Background: an optimization exercise with open tools, aiming at small area, a short achievable clock period and few clock cycles. Do not read the settings as production practice.
Where RTL was checked, it was by simulation tests only, not by an equivalence proof against the original.
Power figures rest on the tool's default switching activity, not on a simulated workload.

## job 101
==> flow/design.v <==
package rfsc_pkg;
	localparam logic [1:0] OP_TICK  = 2'd0;
	localparam logic [1:0] OP_PLAY  = 2'd1;
	localparam logic [1:0] OP_STOP  = 2'd2;
	localparam logic [1:0] OP_WRITE = 2'd3;
	localparam logic [1:0] EV_ACT        = 2'd0;
	localparam logic [1:0] EV_DEACT      = 2'd1;
	localparam logic [1:0] EV_NONE_FOUND = 2'd2;
endpackage
module round_filtered_step_chaser_core (
	input  logic        clk,
	input  logic        arst_n,
	input  logic        cfg_we,
	input  logic [4:0]  cfg_wdata,
	input  logic        s_tvalid,
	output logic        s_tready,
	input  logic [1:0]  s_tuser,
	input  logic [71:0] s_tdata,
	output logic        m_tvalid,
	input  logic        m_tready,
	output logic [1:0]  m_tuser,
	output logic [23:0] m_tdata,
	output logic        m_tlast
);
	localparam logic [14:0] RN_TOP = 15'h7fff;
	logic [15:0] t_dm  [16];   
	logic [14:0] t_lo  [16];
	logic [14:0] t_hi  [16];
	logic [1:0]  t_fl  [16];
	logic [3:0]  last_q;       
	logic        playing_q;
	logic        srch_q;       
	logic        stale_q;      
	logic        rdy_q;        
	logic        fin_q;        
	logic        dq_q;         
	logic [7:0]  cnt_q;        
	logic [16:0] el_q;
	logic        sat_q;        
	logic [17:0] rem_q;        
	logic        dfl_q;        
	logic [3:0]  cp_q;         
	logic [15:0] ch_q;
	logic [14:0] cr_q;
	logic        inc_q;        
	logic [14:0] clo_q;        
	logic [14:0] chi_q;
	logic        cact_q;
	logic [15:0] cdm_q;
	logic        cdfl_q;
	logic        ov_q;         
	logic [1:0]  ok_q;
	logic [3:0]  os_q;
	logic [14:0] or_q;
	logic        ol_q;
	logic        pv_q;         
	logic [3:0]  ps_q;         
	logic        def_q;        
	logic        da_q;         
	logic        dd_q;         
	logic        dst_q;        
	logic        accept;
	logic        op_tick, op_play, op_stop, op_write;
	assign s_tready = rdy_q && (!ov_q || m_tready);
	assign accept   = s_tvalid && s_tready;
	assign op_tick  = accept && (s_tuser == rfsc_pkg::OP_TICK);
	assign op_play  = accept && (s_tuser == rfsc_pkg::OP_PLAY);
	assign op_stop  = accept && (s_tuser == rfsc_pkg::OP_STOP);
	assign op_write = accept && (s_tuser == rfsc_pkg::OP_WRITE);
	logic [3:0]  w_idx;
	logic [15:0] w_dur, w_min, w_ex, w_max;
	logic [15:0] w_dm;
	logic [14:0] lo_m, hi_m, w_lo, w_hi;
	logic        ex_on, never;
	assign w_idx = s_tdata[3:0];
	assign w_dur = s_tdata[19:4];
	assign w_min = s_tdata[35:20];
	assign w_ex  = s_tdata[51:36];
	assign w_max = s_tdata[67:52];
	assign w_dm  = w_dur - 16'd1;
	assign lo_m  = w_min[15] ? 15'd0 : w_min[14:0];
	assign hi_m  = w_max[15] ? RN_TOP : w_max[14:0];
	assign ex_on = !w_ex[15];
	assign never = (w_max[15] && (w_max != 16'hffff)) || (w_ex[15] && (w_ex != 16'hffff)) ||
		(ex_on && ((w_ex[14:0] < lo_m) || (w_ex[14:0] > hi_m)));
	assign w_lo  = ex_on ? w_ex[14:0] : lo_m;
	assign w_hi  = never ? 15'd0 : (ex_on ? w_ex[14:0] : hi_m);
	always_ff @(posedge clk) begin
		for (int i = 0; i < 16; i++) begin
			if (op_write && (w_idx == 4'(i))) begin
				t_dm[i] <= w_dm;
				t_lo[i] <= w_lo;
				t_hi[i] <= w_hi;
				t_fl[i] <= s_tdata[69:68];
			end
		end
	end
	logic        hit;
	logic        wrap;
	logic [3:0]  np;
	logic [15:0] nh;           
	logic [14:0] nr;
	logic [3:0]  cur;          
	logic [14:0] rn;           
	assign hit  = (cr_q >= clo_q) && (cr_q <= chi_q);
	assign wrap = cp_q == last_q;     
	assign np   = wrap ? 4'd0 : cp_q + 4'd1;
	assign nh   = wrap ? 16'd1 : {ch_q[14:0], 1'b0};
	assign nr   = (wrap && (cr_q != RN_TOP)) ? cr_q + 15'd1 : cr_q;
	assign cur  = (cp_q == 4'd0) ? last_q : cp_q - 4'd1;
	assign rn   = inc_q ? cr_q - 15'd1 : cr_q;
	logic [14:0] n_lo, n_hi;
	logic        n_act;
	logic [15:0] n_dm;
	logic        n_dfl;
	always_comb begin
		n_lo  = '0;
		n_hi  = '0;
		n_act = 1'b0;
		n_dm  = '0;
		n_dfl = 1'b0;
		for (int i = 0; i < 16; i++) begin
			n_lo  = n_lo  | (t_lo[i] & {15{nh[i]}});
			n_hi  = n_hi  | (t_hi[i] & {15{nh[i]}});
			n_act = n_act | (t_fl[i][0] & nh[i]);
			n_dm  = n_dm  | (t_dm[i] & {16{nh[i]}});
			n_dfl = n_dfl | (t_fl[i][1] & nh[i]);
		end
	end
	logic        adv;
	logic        sat;
	logic        try_c;        
	logic        nf;           
	logic        to_first;     
	logic [16:0] el_adv;
	logic [17:0] rem_adv;
	logic [17:0] cdm_x;        
	assign sat      = sat_q;
	assign adv      = rem_q[17];
	assign el_adv   = ~rem_q[16:0] + {16'd0, !sat};
	assign cdm_x    = {{2{cdm_q == 16'hffff}}, cdm_q};
	logic [9:0]  ra_lo;
	logic [8:0]  ra_h0, ra_h1;
	assign ra_lo    = {1'b0, cdm_x[8:0]} + {1'b0, rem_q[8:0]} + {9'd0, sat};
	assign ra_h0    = cdm_x[17:9] + rem_q[17:9];
	assign ra_h1    = cdm_x[17:9] + rem_q[17:9] + 9'd1;
	assign rem_adv  = {ra_lo[9] ? ra_h1 : ra_h0, ra_lo[8:0]};
	assign try_c    = (srch_q && !fin_q) || (op_tick && playing_q && adv) || (op_play && !playing_q);
	assign nf       = srch_q && !fin_q && !hit && (cnt_q == 8'h80);
	logic deact_ev;
	logic [3:0] old;
	logic room, st_def, tr_def;
	logic blk;                 
	assign blk      = srch_q ? !room : pv_q;
	assign tr_def   = try_c && hit && blk && (cact_q || deact_ev);
	assign room     = !ov_q || m_tready;
	assign st_def   = op_stop && playing_q && dfl_q && pv_q;
	assign to_first = (op_stop && playing_q && !st_def) || fin_q || (def_q && dst_q && room);
	assign deact_ev = srch_q ? dq_q : (op_tick && dfl_q);
	assign old      = srch_q ? ps_q : cur;
	always_ff @(posedge clk or negedge arst_n) begin
		if (!arst_n) begin
			last_q    <= 4'd0;
			playing_q <= 1'b0;
			srch_q    <= 1'b0;
			fin_q     <= 1'b0;
			rdy_q     <= 1'b1;
			def_q     <= 1'b0;
			stale_q   <= 1'b0;
			cp_q      <= 4'd0;
			ch_q      <= 16'd1;
			cr_q      <= 15'd1;
			ov_q      <= 1'b0;
			pv_q      <= 1'b0;
		end else begin
			if (cfg_we) begin
				if (cfg_wdata == 5'd0) last_q <= 4'd0;
				else if (cfg_wdata > 5'd16) last_q <= 4'd15;
				else last_q <= 4'(cfg_wdata - 5'd1);
			end
			if (ov_q && m_tready) begin
				ov_q <= pv_q;
				pv_q <= 1'b0;
			end
			if (op_play && !playing_q) playing_q <= 1'b1;
			if (op_stop && playing_q) begin
				playing_q <= 1'b0;
				if (dfl_q && !pv_q) ov_q <= 1'b1;
			end
			if (try_c) begin
				srch_q <= !hit;
				fin_q  <= nf;
				if (hit && !blk) begin
					if (cact_q || deact_ev) ov_q <= 1'b1;
					pv_q <= cact_q && deact_ev;
				end else if (nf) begin
					playing_q <= 1'b0;
				end
			end
			stale_q <= op_write && (w_idx == cur) && playing_q;
			rdy_q   <= !(op_write && (w_idx == cur) && playing_q) &&
				!(try_c ? !hit : (srch_q && !fin_q)) && !st_def && !tr_def && !(def_q && !room);
			if (st_def || tr_def) begin
				def_q <= 1'b1;
				da_q  <= tr_def && cact_q;
				dd_q  <= tr_def && deact_ev;
				dst_q <= st_def;
			end else if (def_q && room) begin
				def_q <= 1'b0;
				ov_q  <= 1'b1;
				pv_q  <= da_q && dd_q;
			end
			if (fin_q) begin
				ov_q   <= 1'b1;
				srch_q <= 1'b0;
				fin_q  <= 1'b0;
			end
			if (to_first) begin
				cp_q <= 4'd0;
				ch_q <= 16'd1;
				cr_q <= 15'd1;
			end else if (try_c) begin
				cp_q <= np;
				ch_q <= nh;
				cr_q <= nr;
			end
		end
	end
	always_ff @(posedge clk) begin
		if (op_tick && playing_q) begin
			if (adv) begin
				el_q  <= el_adv;
				sat_q <= sat ? (rem_q[16:0] == 17'd0) : (rem_q[16:0] == 17'd1);
				rem_q <= rem_adv;
			end else begin
				el_q  <= el_q + 17'd1;
				sat_q <= el_q == 17'h1fffe;
				rem_q <= rem_q - 18'd1;
			end
		end
		if (op_play && !playing_q) begin
			el_q  <= 17'd0;
			sat_q <= 1'b0;
			rem_q <= cdm_x;
		end
		if (srch_q || stale_q) rem_q <= (stale_q ? rem_q : cdm_x) + ~{1'b0, el_q} + {17'd0, !stale_q};
		if (op_write && (w_idx == cur)) begin
			rem_q <= {2'b00, w_dur};
			dfl_q <= s_tdata[69];
		end
		if (to_first) begin
			clo_q  <= t_lo[0];
			chi_q  <= t_hi[0];
			cact_q <= t_fl[0][0];
			cdm_q  <= t_dm[0];
			cdfl_q <= t_fl[0][1];
		end else if (try_c) begin
			clo_q  <= n_lo;
			chi_q  <= n_hi;
			cact_q <= n_act;
			cdm_q  <= n_dm;
			cdfl_q <= n_dfl;
			inc_q  <= wrap && (cr_q != RN_TOP);
		end else if (op_write && (w_idx == cp_q)) begin
			clo_q  <= w_lo;
			chi_q  <= w_hi;
			cact_q <= s_tdata[68];
			cdm_q  <= w_dm;
			cdfl_q <= s_tdata[69];
		end
		if (ov_q && m_tready) begin
			ok_q <= rfsc_pkg::EV_DEACT;
			os_q <= ps_q;
			ol_q <= 1'b1;
		end
		if (fin_q) begin
			ok_q <= rfsc_pkg::EV_NONE_FOUND;
			os_q <= cur;
			or_q <= rn;
			ol_q <= 1'b1;
		end
		if (def_q && room) begin
			ok_q <= da_q ? rfsc_pkg::EV_ACT : rfsc_pkg::EV_DEACT;
			os_q <= da_q ? cur : (dst_q ? cur : ps_q);
			or_q <= rn;
			ol_q <= !(da_q && dd_q);
		end
		if (op_stop && playing_q && !pv_q) begin
			ok_q <= rfsc_pkg::EV_DEACT;
			os_q <= cur;
			or_q <= rn;
			ol_q <= 1'b1;
		end
		if (try_c) begin
			if (!srch_q) begin
				dq_q   <= op_tick && dfl_q;
				ps_q   <= cur;
				cnt_q  <= 8'h01;
			end else begin
				cnt_q  <= {cnt_q[6:0], cnt_q[7] ^ cnt_q[5] ^ cnt_q[4] ^ cnt_q[3]};
			end
			if (!blk) begin
				ok_q <= cact_q ? rfsc_pkg::EV_ACT : rfsc_pkg::EV_DEACT;
				os_q <= cact_q ? cp_q : old;
				or_q <= cr_q;
				ol_q <= !(cact_q && deact_ev);
			end
			dfl_q <= cdfl_q;
		end
	end
	assign m_tvalid = ov_q;
	assign m_tuser  = ok_q;
	assign m_tdata  = {5'd0, or_q, os_q};
	assign m_tlast  = ol_q;
endmodule
export LEC_CHECK = 0
export CAP_MARGIN = 20
export CORE_MARGIN = 2
export CORE_UTILIZATION = 40
export CTS_BUF_LIST = sky130_fd_sc_hd__clkbuf_4 sky130_fd_sc_hd__clkbuf_8
export SETUP_SLACK_MARGIN = 2.1
export SLEW_MARGIN = 20
create_clock -name core_clock -period 5.0 [get_ports {clk}]
run.sh (not shown) runs the stock make flow with config.mk's settings and CLKGATE_MAP_FILE= SYNTH_SCRIPT=/design/flow/synth_recipe.tcl, a recipe that flattens the netlist after the stock synthesis.
Changes in job 102 relative to job 101:
--- a/flow/design.v
+++ b/flow/design.v
@@ -55,10 +55,6 @@
 	logic        ol_q;
 	logic        pv_q;         
 	logic [3:0]  ps_q;         
-	logic        def_q;        
-	logic        da_q;         
-	logic        dd_q;         
-	logic        dst_q;        
 	logic        accept;
 	logic        op_tick, op_play, op_stop, op_write;
 	assign s_tready = rdy_q && (!ov_q || m_tready);
@@ -147,15 +143,9 @@
 	assign rem_adv  = {ra_lo[9] ? ra_h1 : ra_h0, ra_lo[8:0]};
 	assign try_c    = (srch_q && !fin_q) || (op_tick && playing_q && adv) || (op_play && !playing_q);
 	assign nf       = srch_q && !fin_q && !hit && (cnt_q == 8'h80);
+	assign to_first = (op_stop && playing_q) || fin_q;
 	logic deact_ev;
 	logic [3:0] old;
-	logic room, st_def, tr_def;
-	logic blk;                 
-	assign blk      = srch_q ? !room : pv_q;
-	assign tr_def   = try_c && hit && blk && (cact_q || deact_ev);
-	assign room     = !ov_q || m_tready;
-	assign st_def   = op_stop && playing_q && dfl_q && pv_q;
-	assign to_first = (op_stop && playing_q && !st_def) || fin_q || (def_q && dst_q && room);
 	assign deact_ev = srch_q ? dq_q : (op_tick && dfl_q);
 	assign old      = srch_q ? ps_q : cur;
 	always_ff @(posedge clk or negedge arst_n) begin
@@ -165,7 +155,6 @@
 			srch_q    <= 1'b0;
 			fin_q     <= 1'b0;
 			rdy_q     <= 1'b1;
-			def_q     <= 1'b0;
 			stale_q   <= 1'b0;
 			cp_q      <= 4'd0;
 			ch_q      <= 16'd1;
@@ -185,12 +174,12 @@
 			if (op_play && !playing_q) playing_q <= 1'b1;
 			if (op_stop && playing_q) begin
 				playing_q <= 1'b0;
-				if (dfl_q && !pv_q) ov_q <= 1'b1;
+				if (dfl_q) ov_q <= 1'b1;
 			end
 			if (try_c) begin
 				srch_q <= !hit;
 				fin_q  <= nf;
-				if (hit && !blk) begin
+				if (hit) begin
 					if (cact_q || deact_ev) ov_q <= 1'b1;
 					pv_q <= cact_q && deact_ev;
 				end else if (nf) begin
@@ -199,17 +188,8 @@
 			end
 			stale_q <= op_write && (w_idx == cur) && playing_q;
 			rdy_q   <= !(op_write && (w_idx == cur) && playing_q) &&
-				!(try_c ? !hit : (srch_q && !fin_q)) && !st_def && !tr_def && !(def_q && !room);
-			if (st_def || tr_def) begin
-				def_q <= 1'b1;
-				da_q  <= tr_def && cact_q;
-				dd_q  <= tr_def && deact_ev;
-				dst_q <= st_def;
-			end else if (def_q && room) begin
-				def_q <= 1'b0;
-				ov_q  <= 1'b1;
-				pv_q  <= da_q && dd_q;
-			end
+				!(try_c ? !hit : (srch_q && !fin_q)) &&
+				!(try_c && hit ? (cact_q && deact_ev) : (pv_q && !(ov_q && m_tready)));
 			if (fin_q) begin
 				ov_q   <= 1'b1;
 				srch_q <= 1'b0;
@@ -279,13 +259,7 @@
 			or_q <= rn;
 			ol_q <= 1'b1;
 		end
-		if (def_q && room) begin
-			ok_q <= da_q ? rfsc_pkg::EV_ACT : rfsc_pkg::EV_DEACT;
-			os_q <= da_q ? cur : (dst_q ? cur : ps_q);
-			or_q <= rn;
-			ol_q <= !(da_q && dd_q);
-		end
-		if (op_stop && playing_q && !pv_q) begin
+		if (op_stop && playing_q) begin
 			ok_q <= rfsc_pkg::EV_DEACT;
 			os_q <= cur;
 			or_q <= rn;
@@ -299,12 +273,10 @@
 			end else begin
 				cnt_q  <= {cnt_q[6:0], cnt_q[7] ^ cnt_q[5] ^ cnt_q[4] ^ cnt_q[3]};
 			end
-			if (!blk) begin
-				ok_q <= cact_q ? rfsc_pkg::EV_ACT : rfsc_pkg::EV_DEACT;
-				os_q <= cact_q ? cp_q : old;
-				or_q <= cr_q;
-				ol_q <= !(cact_q && deact_ev);
-			end
+			ok_q <= cact_q ? rfsc_pkg::EV_ACT : rfsc_pkg::EV_DEACT;
+			os_q <= cact_q ? cp_q : old;
+			or_q <= cr_q;
+			ol_q <= !(cact_q && deact_ev);
 			dfl_q <= cdfl_q;
 		end
 	end
--- outcome ---
Between job 101 and job 102, the highest clock rate is lower for job 102.
Compared with job 101, in job 102 routed wire length now smaller; number of pins exceeding their max-slew limit in the final report comparable; fraction of power consumed by combinational cells now smaller.
Job 102 vs job 101 — leakage component of the power climbed slightly
Higher total power goes to job 101 over job 102.
Job 102 vs. job 101: routed wire length on met2 moved down; sequential group share of total power moved up; number of well taps level; starting density of the core moved down; final hold slack moved up.
Job 101 ended up with more cell instances than job 102 did.
Summary of the comparison: routing usage on met1 is lower in job 102, relative to job 101.
Testbench counts of job 102, summed over its fixed seeds: cycles 11,059.
Function not checked in job 101: the RTL went through the layout flow alone.

[what the ideal ports hide]
Ports are ideal in the flow. The routed layouts listed here were re-timed in OpenROAD.
Step 1, drivers: a clkbuf_16 drives clk and a buf_2 each remaining input, both assumed.
Step 2, shift: input delay + t, output delay - t, t = (earliest + latest rising clock arrival at the registers) / 2. This alone moves slack from input paths to output paths.
Slacks: ideal / step 1 / step 2; pairs: ideal / step 1.
run | t, ns | slack for setup (ns) | worst setup path at the end | latest minus earliest clock arrival (ns) | worst register clock-pin slew, ns
job 101 | 0.885 | 1.955 / 1.955 / 1.159 | input to register | 0.043 / 0.044 | 0.07 / 0.07
job 102 | 0.874 | 1.933 / 1.933 / 1.316 | input to register | 0.035 / 0.034 | 0.07 / 0.07
After both steps setup and hold are still met in every run listed. The setup slack of job 101, which loses most, moves by 0.000 ns with the drivers and by -0.796 ns with both steps.
